This design comes from an exercise in tuning for small area, a short achievable clock period and few clock cycles on the open sky130 flow, not from production work.
The RTL was checked by simulation tests, not by an equivalence proof against the original design.
Power figures rest on the tool's default switching activity, not on a simulated workload.

Setup of build 69:
==> flow/design.v (excerpt) <==
module cidr_first_match_filter_core #(
   parameter int RULE_SLOTS = cfm_pkg::RULE_SLOTS_DEF
) (
   input  logic                         clock,
   input  logic                         reset,
   input  logic                         req_valid,
   output logic                         req_ready,
   input  logic                         req_op,
   input  logic [cfm_pkg::ADDR_W-1:0]   req_address,
   input  logic [cfm_pkg::IDX_W-1:0]    req_rule_index,
   input  logic [cfm_pkg::ADDR_W-1:0]   req_rule_network,
   input  logic [cfm_pkg::PREFIX_W-1:0] req_rule_prefix,
   input  logic                         req_rule_action,
   input  logic                         req_rule_enable,
   output logic                         rsp_valid,
   input  logic                         rsp_ready,
   output logic                         rsp_allow,
   output logic                         rsp_hit,
   output logic [cfm_pkg::IDX_W-1:0]    rsp_hit_index
);
==> flow/config.mk <==
export PLATFORM = sky130hd
export DESIGN_NAME = cidr_first_match_filter_core
export DESIGN_NICKNAME = cidr_first_match_filter_core
export VERILOG_FILES = /design/flow/design.v
export SDC_FILE = /design/flow/constraint.sdc
export NUM_CORES = 4
export LEC_CHECK = 0
export CAP_MARGIN = 20
export CORE_MARGIN = 2
export CORE_UTILIZATION = 55
export CTS_CLUSTER_DIAMETER = 60
export CTS_CLUSTER_SIZE = 25
export SETUP_SLACK_MARGIN = 2.3
export SLEW_MARGIN = 20
export TNS_END_PERCENT = 0
# Slow non-inverting gates (OR, AND, AND-OR, OR-AND) and MUX4 kept out of
# synthesis and repair: the prefix match maps onto inverting NAND/NOR/AOI/OAI
# trees instead.
export DONT_USE_CELLS = sky130_fd_sc_hd__or4_1 sky130_fd_sc_hd__or4_2 sky130_fd_sc_hd__or4_4 sky130_fd_sc_hd__or4b_1 sky130_fd_sc_hd__or4b_2 sky130_fd_sc_hd__or4b_4 sky130_fd_sc_hd__or4bb_1 sky130_fd_sc_hd__or4bb_2 sky130_fd_sc_hd__or4bb_4 sky130_fd_sc_hd__or3_1 sky130_fd_sc_hd__or3_2 sky130_fd_sc_hd__or3_4 sky130_fd_sc_hd__or3b_1 sky130_fd_sc_hd__or3b_2 sky130_fd_sc_hd__or3b_4 sky130_fd_sc_hd__or2_0 sky130_fd_sc_hd__or2_1 sky130_fd_sc_hd__or2_2 sky130_fd_sc_hd__or2_4 sky130_fd_sc_hd__or2b_1 sky130_fd_sc_hd__or2b_2 sky130_fd_sc_hd__or2b_4 sky130_fd_sc_hd__and4_1 sky130_fd_sc_hd__and4_2 sky130_fd_sc_hd__and4_4 sky130_fd_sc_hd__and4b_1 sky130_fd_sc_hd__and4b_2 sky130_fd_sc_hd__and4b_4 sky130_fd_sc_hd__and4bb_1 sky130_fd_sc_hd__and4bb_2 sky130_fd_sc_hd__and4bb_4 sky130_fd_sc_hd__a2111oi_0 sky130_fd_sc_hd__o2111ai_1 sky130_fd_sc_hd__a2111o_1 sky130_fd_sc_hd__o2111a_1 sky130_fd_sc_hd__o311ai_0 sky130_fd_sc_hd__a311oi_1 sky130_fd_sc_hd__o41ai_1 sky130_fd_sc_hd__a41oi_1 sky130_fd_sc_hd__mux4_1 sky130_fd_sc_hd__mux4_2 sky130_fd_sc_hd__mux4_4 sky130_fd_sc_hd__mux2i_1 sky130_fd_sc_hd__mux2i_2 sky130_fd_sc_hd__mux2i_4 sky130_fd_sc_hd__a2111o_2 sky130_fd_sc_hd__a2111o_4 sky130_fd_sc_hd__o2111a_2 sky130_fd_sc_hd__o2111a_4 sky130_fd_sc_hd__a211o_1 sky130_fd_sc_hd__a211o_2 sky130_fd_sc_hd__a211o_4 sky130_fd_sc_hd__a21bo_1 sky130_fd_sc_hd__a21bo_2 sky130_fd_sc_hd__a21bo_4 sky130_fd_sc_hd__a21o_1 sky130_fd_sc_hd__a21o_2 sky130_fd_sc_hd__a21o_4 sky130_fd_sc_hd__a221o_1 sky130_fd_sc_hd__a221o_2 sky130_fd_sc_hd__a221o_4 sky130_fd_sc_hd__a22o_1 sky130_fd_sc_hd__a22o_2 sky130_fd_sc_hd__a22o_4 sky130_fd_sc_hd__a2bb2o_1 sky130_fd_sc_hd__a2bb2o_2 sky130_fd_sc_hd__a2bb2o_4 sky130_fd_sc_hd__a311o_1 sky130_fd_sc_hd__a311o_2 sky130_fd_sc_hd__a311o_4 sky130_fd_sc_hd__a31o_1 sky130_fd_sc_hd__a31o_2 sky130_fd_sc_hd__a31o_4 sky130_fd_sc_hd__a32o_1 sky130_fd_sc_hd__a32o_2 sky130_fd_sc_hd__a32o_4 sky130_fd_sc_hd__a41o_1 sky130_fd_sc_hd__a41o_2 sky130_fd_sc_hd__a41o_4 sky130_fd_sc_hd__and2_0 sky130_fd_sc_hd__and2_1 sky130_fd_sc_hd__and2_2 sky130_fd_sc_hd__and2_4 sky130_fd_sc_hd__and2b_1 sky130_fd_sc_hd__and2b_2 sky130_fd_sc_hd__and2b_4 sky130_fd_sc_hd__and3_1 sky130_fd_sc_hd__and3_2 sky130_fd_sc_hd__and3_4 sky130_fd_sc_hd__and3b_1 sky130_fd_sc_hd__and3b_2 sky130_fd_sc_hd__and3b_4 sky130_fd_sc_hd__o211a_1 sky130_fd_sc_hd__o211a_2 sky130_fd_sc_hd__o211a_4 sky130_fd_sc_hd__o21a_1 sky130_fd_sc_hd__o21a_2 sky130_fd_sc_hd__o21a_4 sky130_fd_sc_hd__o21ba_1 sky130_fd_sc_hd__o21ba_2 sky130_fd_sc_hd__o21ba_4 sky130_fd_sc_hd__o221a_1 sky130_fd_sc_hd__o221a_2 sky130_fd_sc_hd__o221a_4 sky130_fd_sc_hd__o22a_1 sky130_fd_sc_hd__o22a_2 sky130_fd_sc_hd__o22a_4 sky130_fd_sc_hd__o2bb2a_1 sky130_fd_sc_hd__o2bb2a_2 sky130_fd_sc_hd__o2bb2a_4 sky130_fd_sc_hd__o311a_1 sky130_fd_sc_hd__o311a_2 sky130_fd_sc_hd__o311a_4 sky130_fd_sc_hd__o31a_1 sky130_fd_sc_hd__o31a_2 sky130_fd_sc_hd__o31a_4 sky130_fd_sc_hd__o32a_1 sky130_fd_sc_hd__o32a_2 sky130_fd_sc_hd__o32a_4 sky130_fd_sc_hd__o41a_1 sky130_fd_sc_hd__o41a_2 sky130_fd_sc_hd__o41a_4
==> flow/constraint.sdc <==
create_clock -name core_clock -period 4.0 [get_ports {clock}]
set_input_delay 0.8000 -clock core_clock [delete_from_list [all_inputs] [get_ports {clock}]]
set_output_delay 0.8000 -clock core_clock [all_outputs]
set_load 0.01 [all_outputs]
standard.sh (not shown) runs the stock make flow with config.mk's settings and CLKGATE_MAP_FILE= SYNTH_SCRIPT=/design/flow/synth_recipe.tcl, a recipe that flattens the netlist after the stock synthesis.
==> flow/flow/run.sh <==
#!/bin/bash
# The standard layout (standard.sh, ORFS synthesis to finish) with extra
# don't-use cells from flow/dont_use.mk added to the design config. Each ORFS
# step writes its own full log under orfs/logs/; make's own output goes to
# flow_make.log in the work folder.
set -euo pipefail
cat flow/dont_use.mk >> config.mk
bash standard.sh > flow_make.log 2>&1
Other scripts of this flow, unchanged in this note and not shown: flow/flow/dont_use.mk
Per the final summary, build 69 finished and its layout is clean on timing, DRC and antenna.
Testbench counts of build 69, summed over its fixed seeds: cycles 12,144.
Input changes introduced in build 11 (baseline for comparison: build 69):
Settings: changing CORE_UTILIZATION from 55 to 62.
Results
Build 11 against build 69: setup slack after layout now sits higher, critical path arrival shrank by 0.26 ns. Build 11 ended up with g_cell[13].u_cell.len_ff[4]$_DFFE_PP_ as its last element of the critical path; build 69 ended up with s1_match[10]$_DFF_P_. Of the two values seen for slowest cell on the critical path, sky130_fd_sc_hd__o21ai_4 was produced by build 11 and sky130_fd_sc_hd__nor4_2 by build 69. Build 11 against build 69; overall power of the completed layout is up slightly.
### build 11 -> build 82
Settings: swapping 2.3 for 2.05 in SETUP_SLACK_MARGIN; swapping 62 for 55 in CORE_UTILIZATION; clearing TNS_END_PERCENT, which used to be 0.
Results
The final layout from build 82, which completed every stage, passed the timing, DRC and antenna checks at the end of the flow.
Post-route worst setup slack: build 82 < build 11
Build 82 vs. build 11: clock power share went up by 0.3 points.
The maximum clock frequency in build 82 sits 7.0 MHz below the value recorded for build 11.

[separate check: timing with driven ports]
The flow's constraints put no driver on any port. The routed layouts listed below were extracted and timed again, unchanged, in two steps.
Step 1 sets driving cells, clkbuf_16 on the clock port and buf_2 on the other inputs (assumed; they add their load-dependent delay and slew).
Step 2 adds t to the input delays and takes it off the output delays; t is the mean of the earliest and latest rising clock arrival at the registers after step 1. Input paths then give back, and output paths get back, about the clock's delay inside the block.
a / b / c = ideal ports / drivers / drivers and shift; a / b = the first two.
| run | shift t [ns] | slack for setup (ns) | worst hold slack (ns) | worst register clock-pin slew, ns | cell pins on the clock port's net |
|---|---|---|---|---|---|
| build 69 | 0.672 | 1.843 / 1.874 / 1.202 | 0.509 / 0.509 / 0.509 | 0.09 / 0.09 | 1 |
| build 11 | 0.688 | 1.896 / 1.913 / 1.247 | 0.514 / 0.514 / 0.514 | 0.10 / 0.10 | 1 |
| build 82 | 0.694 | 1.865 / 1.892 / 1.212 | 0.501 / 0.465 / 0.501 | 0.10 / 0.10 | 1 |
After both steps setup and hold are still met in every run listed. The setup slack of build 82, which loses most, moves by +0.027 ns with the drivers and by -0.653 ns with both steps.
